What follows belongs to an exercise in optimizing a design on an open flow for small area, a short achievable clock period and few clock cycles; a production flow would make more cautious choices. RTL that was checked went through simulation tests only; none was proved equivalent to the original. Treat power and IR drop as tool artefacts here; the default activity estimate runs too high for this design.

==> build 18: inputs <==
// yuv_rgb_top
module yuv_rgb_top #(
   parameter int PIXEL_PAIRS = 38400,  
   parameter int U_BASE      = 38400,
   parameter int V_BASE      = 57600,
   parameter int RGB_BASE    = 146944
) (
   input  logic        CLOCK,
   input  logic        Resetn,
   input  logic        start,
   output logic        done,
   output logic [17:0] sram_address,
   output logic [15:0] sram_write_data,
   input  logic [15:0] sram_read_data,
   output logic        sram_we_n
);
==> module yuv_rgb_top, before the edit <==
module yuv_rgb_top #(
   parameter int PIXEL_PAIRS = 38400,  
   parameter int U_BASE      = 38400,
   parameter int V_BASE      = 57600,
   parameter int RGB_BASE    = 146944
) (
   input  logic        CLOCK,
   input  logic        Resetn,
   input  logic        start,
   output logic        done,
   output logic [17:0] sram_address,
   output logic [15:0] sram_write_data,
   input  logic [15:0] sram_read_data,
   output logic        sram_we_n
);
   localparam logic [16:0] WP_FIRST = 17'(RGB_BASE - 131072);
   localparam logic [16:0] WP_LAST  = 17'(RGB_BASE + 3 * PIXEL_PAIRS - 1 - 131072);
   logic        busy;      
   logic        pro;       
   logic [4:0]  q;         
   logic        w;         
   logic [15:0] yp;        
   logic [16:0] wp;        
   wire accept  = !busy && start;
   wire wr_next = busy && !pro && (q[4] || q[0] || q[2]) && !done;
   wire rd_y    = w && (q[1] || q[3]);
   wire [14:0] cidx = yp[15:1];  
   always_ff @(posedge CLOCK or negedge Resetn) begin
      if (!Resetn) begin
         busy <= 1'b0;
         sram_we_n <= 1'b1;
         done <= 1'b0;
      end else begin
         busy <= busy ? !done : start;
         sram_we_n <= !wr_next;
         done <= wr_next && (wp == WP_LAST);
      end
   end
   always_ff @(posedge CLOCK) begin
      if (accept) begin
         q <= 5'b10000;    
         w <= 1'b1;
         pro <= 1'b1;
         yp <= 16'd1;
         wp <= WP_FIRST;
         sram_address <= '0;
      end else begin
         q <= {q[3:0], q[4]};
         if (q[4]) w <= !w;
         if (w && q[3]) pro <= 1'b0;
         if (rd_y) yp <= yp + 16'd1;
         if (wr_next) wp <= wp + 17'd1;
         if (q[1])
            sram_address <= w ? {2'b00, yp} : 18'(U_BASE) + 18'(cidx);
         else if (q[3])
            sram_address <= w ? {2'b00, yp} : 18'(V_BASE) + 18'(cidx);
         else
            sram_address <= {1'b1, wp};
      end
   end
   logic [15:0] yw, uw, vw;    
   logic [7:0]  x1;            
   logic [25:0] s, c, sq, cq;  
   logic [22:0] yb_e, yb_o;    
   logic [25:0] n_e, n_o;      
   logic [7:0]  l_e, l_o;      
   logic [7:0]  h1, h2;        
   always_ff @(posedge CLOCK) begin
      if ((!w && q[1]) || (w && q[4])) yw <= sram_read_data;
      if (!w && q[4]) uw <= sram_read_data;
      if (w && q[1]) vw <= sram_read_data;
      case (1'b1)
         q[0]: x1 <= yw[7:0];
         q[1]: x1 <= w ? sram_read_data[15:8] : vw[7:0];
         q[2], q[3]: x1 <= w ? uw[15:8] : uw[7:0];
         default: x1 <= w ? sram_read_data[15:8] : yw[15:8];
      endcase
      sq <= s;
      cq <= c;
      if (q[1]) yb_e <= n_e[24:2];
      if (q[2]) yb_o <= n_o[24:2];
      if (q[3] || q[4]) h1 <= q[3] ? l_e : l_o;    
      if (q[3] || q[0]) h2 <= l_o;                 
      sram_write_data[15:8] <= q[0] ? l_e : h1;    
      sram_write_data[7:0] <= q[4] ? l_e : h2;     
   end
   csc_mac_unit u_unit (
      .is_y(q[0] || q[1]), .is_r(q[2]), .is_g(q[3]), .is_b(q[4]),
      .x1(x1), .x2(w ? vw[15:8] : vw[7:0]), .s(s), .c(c)
   );
   rgb_clip_pack u_lane_e (.yb(q[1] ? 23'd0 : yb_e), .s(sq), .c(cq), .n(n_e), .ch(l_e));
   rgb_clip_pack u_lane_o (.yb(q[2] ? 23'd0 : yb_o), .s(sq), .c(cq), .n(n_o), .ch(l_o));
endmodule
==> flow/config.mk <==
export PLATFORM = sky130hd
export DESIGN_NAME = yuv_rgb_top
export DESIGN_NICKNAME = yuv_rgb_top
export VERILOG_FILES = /design/flow/design.v
export SDC_FILE = /design/flow/constraint.sdc
export NUM_CORES = 4
export LEC_CHECK = 0
export CAP_MARGIN = 20
export CORE_MARGIN = 2
export CORE_UTILIZATION = 65
export SLEW_MARGIN = 20
==> flow/constraint.sdc <==
create_clock -name core_clock -period 13.0 [get_ports {CLOCK}]
set_input_delay 2.6000 -clock core_clock [delete_from_list [all_inputs] [get_ports {CLOCK}]]
set_output_delay 2.6000 -clock core_clock [all_outputs]
set_load 0.01 [all_outputs]
standard.sh (not shown) runs the stock make flow with config.mk's settings and CLKGATE_MAP_FILE= SYNTH_SCRIPT=/design/flow/synth_recipe.tcl, a recipe that flattens the netlist after the stock synthesis.
==> flow/flow/run.sh <==
#!/bin/bash
# The standard layout, with timing repair aiming at 9 ns of setup slack
# (the clock period is unchanged). The make output goes to standard.log.
bash standard.sh SETUP_SLACK_MARGIN=9 finish > standard.log 2>&1
==> build 98 (differences from build 18) <==
--- a/flow/design.v
+++ b/flow/design.v
@@ -315,4 +315,5 @@
    logic [15:0] yp;        
    logic [16:0] wp;        
+   logic        we;        
    wire accept  = !busy && start;
    wire wr_next = busy && !pro && (q[4] || q[0] || q[2]) && !done;
@@ -322,9 +323,9 @@
       if (!Resetn) begin
          busy <= 1'b0;
-         sram_we_n <= 1'b1;
+         we <= 1'b0;
          done <= 1'b0;
       end else begin
          busy <= busy ? !done : start;
-         sram_we_n <= !wr_next;
+         we <= wr_next;
          done <= wr_next && (wp == WP_LAST);
       end
@@ -352,4 +353,5 @@
       end
    end
+   assign sram_we_n = !we;
    logic [15:0] yw, uw, vw;    
    logic [7:0]  x1;            
@@ -371,6 +373,6 @@
       sq <= s;
       cq <= c;
-      if (q[1]) yb_e <= n_e[24:2];
-      if (q[2]) yb_o <= n_o[24:2];
+      if (q[0] || q[1]) yb_e <= q[1] ? n_e[24:2] : 23'd0;
+      if (q[1] || q[2]) yb_o <= q[2] ? n_o[24:2] : 23'd0;
       if (q[3] || q[4]) h1 <= q[3] ? l_e : l_o;    
       if (q[3] || q[0]) h2 <= l_o;                 
@@ -382,5 +384,5 @@
       .x1(x1), .x2(w ? vw[15:8] : vw[7:0]), .s(s), .c(c)
    );
-   rgb_clip_pack u_lane_e (.yb(q[1] ? 23'd0 : yb_e), .s(sq), .c(cq), .n(n_e), .ch(l_e));
-   rgb_clip_pack u_lane_o (.yb(q[2] ? 23'd0 : yb_o), .s(sq), .c(cq), .n(n_o), .ch(l_o));
+   rgb_clip_pack u_lane_e (.yb(yb_e), .s(sq), .c(cq), .n(n_e), .ch(l_e));
+   rgb_clip_pack u_lane_o (.yb(yb_o), .s(sq), .c(cq), .n(n_o), .ch(l_o));
 endmodule
==> flow/flow/run.sh (replaced) <==
#!/bin/bash
# The standard layout, with three changes to how it is made (the clock period
# and constraints are unchanged):
#  - timing repair aims at 9 ns of setup slack;
#  - the port buffers are buf_1 cells instead of the default delay buffers;
#  - clock tree synthesis (clkbuf_8 cells) adds no dummy loads.
# The make output goes to standard.log.
bash standard.sh "BUFFER_PORTS_ARGS=-buffer_cell sky130_fd_sc_hd__buf_1" \
  "CTS_ARGS=-sink_clustering_enable -repair_clock_nets -buf_list sky130_fd_sc_hd__clkbuf_8 -dont_use_dummy_load" \
  SETUP_SLACK_MARGIN=9 finish > standard.log 2>&1
ABC_AREA = 1   (was unset)
CORE_UTILIZATION = 40   (was 65)
CTS_BUF_LIST = sky130_fd_sc_hd__clkbuf_8   (was unset)
==> trial 58 (differences from build 18) <==
CORE_UTILIZATION = 40   (was 65)
==> trial 48 (differences from build 18) <==
--- a/flow/design.v
+++ b/flow/design.v
@@ -315,4 +315,5 @@
    logic [15:0] yp;        
    logic [16:0] wp;        
+   logic        we;        
    wire accept  = !busy && start;
    wire wr_next = busy && !pro && (q[4] || q[0] || q[2]) && !done;
@@ -322,9 +323,9 @@
       if (!Resetn) begin
          busy <= 1'b0;
-         sram_we_n <= 1'b1;
+         we <= 1'b0;
          done <= 1'b0;
       end else begin
          busy <= busy ? !done : start;
-         sram_we_n <= !wr_next;
+         we <= wr_next;
          done <= wr_next && (wp == WP_LAST);
       end
@@ -352,4 +353,5 @@
       end
    end
+   assign sram_we_n = !we;
    logic [15:0] yw, uw, vw;    
    logic [7:0]  x1;            
==> flow/flow/run.sh (replaced) <==
#!/bin/bash
# The standard layout, with two changes to how it is made (the clock period
# and constraints are unchanged):
#  - timing repair aims at 9 ns of setup slack;
#  - the port buffers are buf_1 cells instead of the default delay buffers.
# The make output goes to standard.log.
bash standard.sh "BUFFER_PORTS_ARGS=-buffer_cell sky130_fd_sc_hd__buf_1" SETUP_SLACK_MARGIN=9 finish > standard.log 2>&1
ABC_AREA = 1   (was unset)
CORE_UTILIZATION = 40   (was 65)
==> results.txt <==
Clock skew: trial 58 < build 18 < trial 48 < build 98. The lowest combinational power belongs to trial 48, the highest to build 18. Sequential power: trial 48 is lower than trial 58 (about 33%). Non-clock buffer count: trial 58 > build 18 > build 98 > trial 48. Worst hold slack: build 98 > trial 58 > build 18 > trial 48. Of trial 58 and trial 48, trial 58 has the higher count of clock-buffer cells in the layout (gap 7). First-iteration DRC count: trial 48 < build 98 < trial 58 < build 18. Total power, lowest first: trial 48, build 98, build 18, trial 58. In build 18 the clock power is lower than in trial 58, by about 8%.
==> figures <==
metric	trial 48	build 18	build 98	trial 58
Outcome	timing/DRC/antenna clean	timing/DRC/antenna clean	timing/DRC/antenna clean	timing/DRC/antenna clean
Grt met1 use	33.22%	43.19%	34.59%	30.22%
Post-layout instance area	18,270 µm²	18,670 µm²	17,420 µm²	19,100 µm²
Post-layout instance count excluding filler cells	2,663	2,163	2,529	2,376
Routed wire per std cell	18.10 µm	19.94 µm	19.76 µm	19.13 µm
Global-route wire length before repair	75,600 µm	66,900 µm	78,690 µm	71,820 µm
Minimum setup slack in the final design	9.129 ns	8.869 ns	9.134 ns	9.051 ns
Post-synth top area share	20.24%	20.21%	20.77%	20.21%
Hold-critical path depth	2	2	2	1
Leading cell type in the layout, fill and taps excluded	sky130_fd_sc_hd__nand2_1	sky130_fd_sc_hd__inv_1	sky130_fd_sc_hd__nand2_1	sky130_fd_sc_hd__inv_1
Library cell with the highest instance count after synthesis	sky130_fd_sc_hd__nand2_1	sky130_fd_sc_hd__inv_1	sky130_fd_sc_hd__nand2_1	sky130_fd_sc_hd__inv_1
Pin count of the biggest net entering global routing	54	62	56	57
Met2 Use GR	35.01%	53.09%	38.70%	33.78%
Die span in x	206.0 µm	162.6 µm	203.4 µm	206.1 µm
Overall via count from detail_route	13,860	13,350	13,730	13,200
Net Count, Synth	2,239	1,971	2,115	1,971
Post-synthesis share of cell area spent on full adders, half adders and majority gates	17.25%	17.29%	17.70%	17.29%
Internal power contribution	2.315 mW	5.202 mW	2.810 mW	5.253 mW
Worst Tran Pin Value	0.8379 ns	0.7498 ns	0.8015 ns	0.8354 ns
Testbench counts of build 98, summed over its fixed seeds: cycles 576,033.
Testbench counts of trial 48, summed over its fixed seeds: cycles 576,033.
Function not checked in build 18 and trial 58: the RTL went through the layout flow alone.

---

==> inputs of job 7735 <==
RTL: one of the versions met above, not the one the previous note started from.
clock: 13.0 ns
lec_check: 0
abc_area: 1
cap_margin: 20
core_margin: 2
core_utilization: 40
cts_buf_list: sky130_fd_sc_hd__clkbuf_4
slew_margin: 20
==> flow/flow/run.sh <==
#!/bin/bash
# The standard layout, with two changes to how it is made (the clock period
# and constraints are unchanged):
#  - timing repair aims at 9 ns of setup slack;
#  - the port buffers are buf_1 cells instead of the default delay buffers.
# The make output goes to standard.log.
bash standard.sh "BUFFER_PORTS_ARGS=-buffer_cell sky130_fd_sc_hd__buf_1" SETUP_SLACK_MARGIN=9 finish > standard.log 2>&1
==> inputs of job 9229, as changes to job 7735 <==
- ABC_AREA: 1 -> unset
- CTS_BUF_LIST: sky130_fd_sc_hd__clkbuf_4 -> unset
==> comparison <==
Between job 7735 and job 9229, the lower routed wire length is in job 9229 (gap about 13%, measured against job 9229).
Between job 9229 and job 7735, the lower clock power is in job 9229 (gap about 2%, measured against job 7735).
In register-to-register slack, job 9229 and job 7735 hardly differ.
Against job 9229, the global-route usage of job 7735 is higher by 3.3 points.
==> figures <==
Met3 Wirelength: job 7735 4200 microns; job 9229 2630 microns
Detailed router's first-iteration violation count: job 7735 1144; job 9229 1048
Outcome: job 7735 timing/DRC/antenna clean; job 9229 timing/DRC/antenna clean
Switching power of the nets: job 7735 0.00185 W; job 9229 0.00395 W
Hold worst-path end: job 7735 x1[3]; job 9229 x1[1]
First-pass GRT wire length: job 7735 77000 microns; job 9229 68700 microns
Slew at the pin closest to its max-slew limit: job 7735 0.782 ns; job 9229 0.737 ns
Multi-input gate area in the final layout: job 7735 8640 sq um; job 9229 9360 sq um
Critical path depth in cells: job 7735 15; job 9229 12
Power attributed to sequential cells: job 7735 0.00116 W; job 9229 0.00156 W
Testbench counts of job 7735, summed over its fixed seeds: cycles 576,033.
Testbench counts of job 9229, summed over its fixed seeds: cycles 576,033.

---

==> inputs of try-lagoon <==
yuv_rgb_top, a different RTL version from the one above (not shown whole).
==> module yuv_rgb_top, before the edit <==
module yuv_rgb_top #(
   parameter int PIXEL_PAIRS = 38400,  
   parameter int U_BASE      = 38400,
   parameter int V_BASE      = 57600,
   parameter int RGB_BASE    = 146944
) (
   input  logic        CLOCK,
   input  logic        Resetn,
   input  logic        start,
   output logic        done,
   output logic [17:0] sram_address,
   output logic [15:0] sram_write_data,
   input  logic [15:0] sram_read_data,
   output logic        sram_we_n
);
   localparam logic [16:0] WP_FIRST = 17'(RGB_BASE - 131072);
   localparam logic [16:0] WP_LAST  = 17'(RGB_BASE + 3 * PIXEL_PAIRS - 1 - 131072);
   logic        busy;      
   logic        pro;       
   logic [4:0]  q;         
   logic        w;         
   logic [15:0] yp;        
   logic [16:0] wp;        
   logic        we;        
   wire accept  = !busy && start;
   wire wr_next = busy && !pro && (q[4] || q[0] || q[2]) && !done;
   wire rd_y    = w && (q[1] || q[3]);
   wire [14:0] cidx = yp[15:1];  
   always_ff @(posedge CLOCK or negedge Resetn) begin
      if (!Resetn) begin
         busy <= 1'b0;
         we <= 1'b0;
         done <= 1'b0;
      end else begin
         busy <= busy ? !done : start;
         we <= wr_next;
         done <= wr_next && (wp == WP_LAST);
      end
   end
   always_ff @(posedge CLOCK) begin
      if (accept) begin
         q <= 5'b10000;    
         w <= 1'b1;
         pro <= 1'b1;
         yp <= 16'd1;
         wp <= WP_FIRST;
         sram_address <= '0;
      end else begin
         q <= {q[3:0], q[4]};
         if (q[4]) w <= !w;
         if (w && q[3]) pro <= 1'b0;
         if (rd_y) yp <= yp + 16'd1;
         if (wr_next) wp <= wp + 17'd1;
         if (q[1])
            sram_address <= w ? {2'b00, yp} : 18'(U_BASE) + 18'(cidx);
         else if (q[3])
            sram_address <= w ? {2'b00, yp} : 18'(V_BASE) + 18'(cidx);
         else
            sram_address <= {1'b1, wp};
      end
   end
   assign sram_we_n = !we;
   logic [15:0] yw, uw, vw;    
   logic [7:0]  x1;            
   logic [25:0] s, c, sq, cq;  
   logic [22:0] yb_e, yb_o;    
   logic [25:0] n_e, n_o;      
   logic [7:0]  l_e, l_o;      
   logic [7:0]  h1, h2;        
   always_ff @(posedge CLOCK) begin
      if ((!w && q[1]) || (w && q[4])) yw <= sram_read_data;
      if (!w && q[4]) uw <= sram_read_data;
      if (w && q[1]) vw <= sram_read_data;
      case (1'b1)
         q[0]: x1 <= yw[7:0];
         q[1]: x1 <= w ? sram_read_data[15:8] : vw[7:0];
         q[2], q[3]: x1 <= w ? uw[15:8] : uw[7:0];
         default: x1 <= w ? sram_read_data[15:8] : yw[15:8];
      endcase
      sq <= s;
      cq <= c;
      if (q[1]) yb_e <= n_e[24:2];
      if (q[2]) yb_o <= n_o[24:2];
      if (q[3] || q[4]) h1 <= q[3] ? l_e : l_o;    
      if (q[3] || q[0]) h2 <= l_o;                 
      sram_write_data[15:8] <= q[0] ? l_e : h1;    
      sram_write_data[7:0] <= q[4] ? l_e : h2;     
   end
   csc_mac_unit u_unit (
      .is_y(q[0] || q[1]), .is_r(q[2]), .is_g(q[3]), .is_b(q[4]),
      .x1(x1), .x2(w ? vw[15:8] : vw[7:0]), .s(s), .c(c)
   );
   rgb_clip_pack u_lane_e (.yb(q[1] ? 23'd0 : yb_e), .s(sq), .c(cq), .n(n_e), .ch(l_e));
   rgb_clip_pack u_lane_o (.yb(q[2] ? 23'd0 : yb_o), .s(sq), .c(cq), .n(n_o), .ch(l_o));
endmodule
Settings: LEC_CHECK=0, ABC_AREA=1, CAP_MARGIN=20, CORE_MARGIN=2, CORE_UTILIZATION=40, SLEW_MARGIN=20; clock period 13.0 ns.
Scripts as last shown in full above: flow/flow/run.sh
==> inputs of try-pepper, as changes to try-lagoon <==
--- a/flow/design.v
+++ b/flow/design.v
@@ -408,4 +408,4 @@
       cq <= c;
-      if (q[1]) yb_e <= n_e[24:2];
-      if (q[2]) yb_o <= n_o[24:2];
+      if (q[0] || q[1]) yb_e <= q[1] ? n_e[24:2] : 23'd0;
+      if (q[1] || q[2]) yb_o <= q[2] ? n_o[24:2] : 23'd0;
       if (q[3] || q[4]) h1 <= q[3] ? l_e : l_o;    
@@ -419,4 +419,4 @@
    );
-   rgb_clip_pack u_lane_e (.yb(q[1] ? 23'd0 : yb_e), .s(sq), .c(cq), .n(n_e), .ch(l_e));
-   rgb_clip_pack u_lane_o (.yb(q[2] ? 23'd0 : yb_o), .s(sq), .c(cq), .n(n_o), .ch(l_o));
+   rgb_clip_pack u_lane_e (.yb(yb_e), .s(sq), .c(cq), .n(n_e), .ch(l_e));
+   rgb_clip_pack u_lane_o (.yb(yb_o), .s(sq), .c(cq), .n(n_o), .ch(l_o));
 endmodule
==> flow/flow/run.sh (replaced) <==
#!/bin/bash
# The standard layout, with three changes to how it is made (the clock period
# and constraints are unchanged):
#  - timing repair aims at 9 ns of setup slack;
#  - the port buffers are buf_1 cells instead of the default delay buffers;
#  - clock tree synthesis (clkbuf_8 cells) adds no dummy loads.
# The make output goes to standard.log.
bash standard.sh "BUFFER_PORTS_ARGS=-buffer_cell sky130_fd_sc_hd__buf_1" \
  "CTS_ARGS=-sink_clustering_enable -repair_clock_nets -buf_list sky130_fd_sc_hd__clkbuf_8 -dont_use_dummy_load" \
  SETUP_SLACK_MARGIN=9 finish > standard.log 2>&1
CTS_BUF_LIST = sky130_fd_sc_hd__clkbuf_8   (was unset)
==> inputs of try-tundra, as changes to try-lagoon <==
--- a/flow/design.v
+++ b/flow/design.v
@@ -408,4 +408,4 @@
       cq <= c;
-      if (q[1]) yb_e <= n_e[24:2];
-      if (q[2]) yb_o <= n_o[24:2];
+      if (q[0] || q[1]) yb_e <= q[1] ? n_e[24:2] : 23'd0;
+      if (q[1] || q[2]) yb_o <= q[2] ? n_o[24:2] : 23'd0;
       if (q[3] || q[4]) h1 <= q[3] ? l_e : l_o;    
@@ -419,4 +419,4 @@
    );
-   rgb_clip_pack u_lane_e (.yb(q[1] ? 23'd0 : yb_e), .s(sq), .c(cq), .n(n_e), .ch(l_e));
-   rgb_clip_pack u_lane_o (.yb(q[2] ? 23'd0 : yb_o), .s(sq), .c(cq), .n(n_o), .ch(l_o));
+   rgb_clip_pack u_lane_e (.yb(yb_e), .s(sq), .c(cq), .n(n_e), .ch(l_e));
+   rgb_clip_pack u_lane_o (.yb(yb_o), .s(sq), .c(cq), .n(n_o), .ch(l_o));
 endmodule
==> flow/flow/run.sh (replaced) <==
#!/bin/bash
# The standard layout, with three changes to how it is made (the clock period
# and constraints are unchanged):
#  - timing repair aims at 9.5 ns of setup slack;
#  - the port buffers are buf_1 cells instead of the default delay buffers;
#  - clock tree synthesis (clkbuf_8 cells) adds no dummy loads.
# The make output goes to standard.log.
bash standard.sh "BUFFER_PORTS_ARGS=-buffer_cell sky130_fd_sc_hd__buf_1" \
  "CTS_ARGS=-sink_clustering_enable -repair_clock_nets -buf_list sky130_fd_sc_hd__clkbuf_8 -dont_use_dummy_load" \
  SETUP_SLACK_MARGIN=9.5 finish > standard.log 2>&1
CTS_BUF_LIST = sky130_fd_sc_hd__clkbuf_8   (was unset)
==> results.txt <==
Clock Power Share: try-pepper 9.7%; try-lagoon 18.4%; try-tundra 9.4%
R2R depth: try-pepper 10; try-lagoon 8; try-tundra 11
Area fraction in compound gates after synthesis: try-pepper 11.5%; try-lagoon 9.15%; try-tundra 11.5%
Number of clock buffers in the layout: try-pepper 45; try-lagoon 45; try-tundra 43
Relative max-transition margin: try-pepper 42.1%; try-lagoon 43.9%; try-tundra 47.0%
Clock group total power: try-pepper 0.590 mW; try-lagoon 0.785 mW; try-tundra 0.574 mW
CP Capture Type: try-pepper flip-flop; try-lagoon flip-flop; try-tundra primary output
Part of the total power dissipated in combinational logic: try-pepper 67.9%; try-lagoon 54.0%; try-tundra 68.3%
Power dissipated in combinational cells: try-pepper 4.12 mW; try-lagoon 2.31 mW; try-tundra 4.18 mW
Die outline height: try-pepper 202 um; try-lagoon 206 um; try-tundra 202 um
Wire length on met3: try-pepper 2720 um; try-lagoon 2770 um; try-tundra 2690 um
Critical path fanouts, max: try-pepper 7; try-lagoon 19; try-tundra 1
Critical path buffers and inverters: try-pepper 3; try-lagoon 3; try-tundra 2
Number of global-route vias before repair: try-pepper 13200; try-lagoon 13200; try-tundra 13400
Run status: try-pepper complete, no violations; try-lagoon complete, no violations; try-tundra complete, no violations
Final core area utilization: try-pepper 44.4%; try-lagoon 45.0%; try-tundra 45.9%
Launch point of the worst path: try-pepper x1[4]; try-lagoon q[4]; try-tundra we
Sequential cell area in the final layout: try-pepper 0.00604 mm2; try-lagoon 0.00605 mm2; try-tundra 0.00607 mm2
Combined global-route utilization of all metal layers: try-pepper 23.4%; try-lagoon 22.8%; try-tundra 23.5%
Critical Path Stages: try-pepper 10; try-lagoon 8; try-tundra 2
Initial DRC Count: try-pepper 974; try-lagoon 1075; try-tundra 900
Met2 Usage GRT: try-pepper 38.8%; try-lagoon 37.4%; try-tundra 39.0%
Area delta synth->final: try-pepper 9.17%; try-lagoon 11.7%; try-tundra 12.9%
Instance count after placement with tap cells included: try-pepper 2403; try-lagoon 2547; try-tundra 2401
Testbench counts of try-pepper, summed over its fixed seeds: cycles 576,033.
Testbench counts of try-tundra, summed over its fixed seeds: cycles 576,033.
Only the layout flow was run in try-lagoon; the RTL was not checked for function there.

[re-timing with driven ports]
In the flow no input, the clock included, has a driving cell. The finished layouts below were timed again as built, in two steps.
Step 1 assumes that a clkbuf_16 drives the clock port and a buf_2 every other input.
Step 2 also shifts input and output timing later by t, the mid clock arrival at the registers, as if the neighbouring blocks saw the same clock.
a / b / c = no drivers / after step 1 / after step 2; a / b = the first two.
run	t (ns)	setup slack, ns	worst data-port slew with drivers (ns)
build 18	0.581	8.869 / 8.869 / 8.626	0.04
build 98	0.594	9.134 / 9.154 / 8.574	0.03
trial 58	0.603	9.051 / 9.028 / 8.563	0.05
trial 48	0.627	9.129 / 9.129 / 8.568	0.03
job 7735	0.787	9.087 / 9.044 / 8.468	0.03
job 9229	0.594	9.088 / 9.088 / 8.854	0.03
try-lagoon	0.607	9.100 / 9.100 / 8.691	0.04
try-pepper	0.587	9.082 / 9.082 / 8.669	0.04
try-tundra	0.588	9.332 / 9.283 / 9.023	0.04
After both steps every run listed still meets setup and hold. The setup slack of job 7735, which loses most, moves by -0.043 ns with the drivers and by -0.619 ns with both steps.
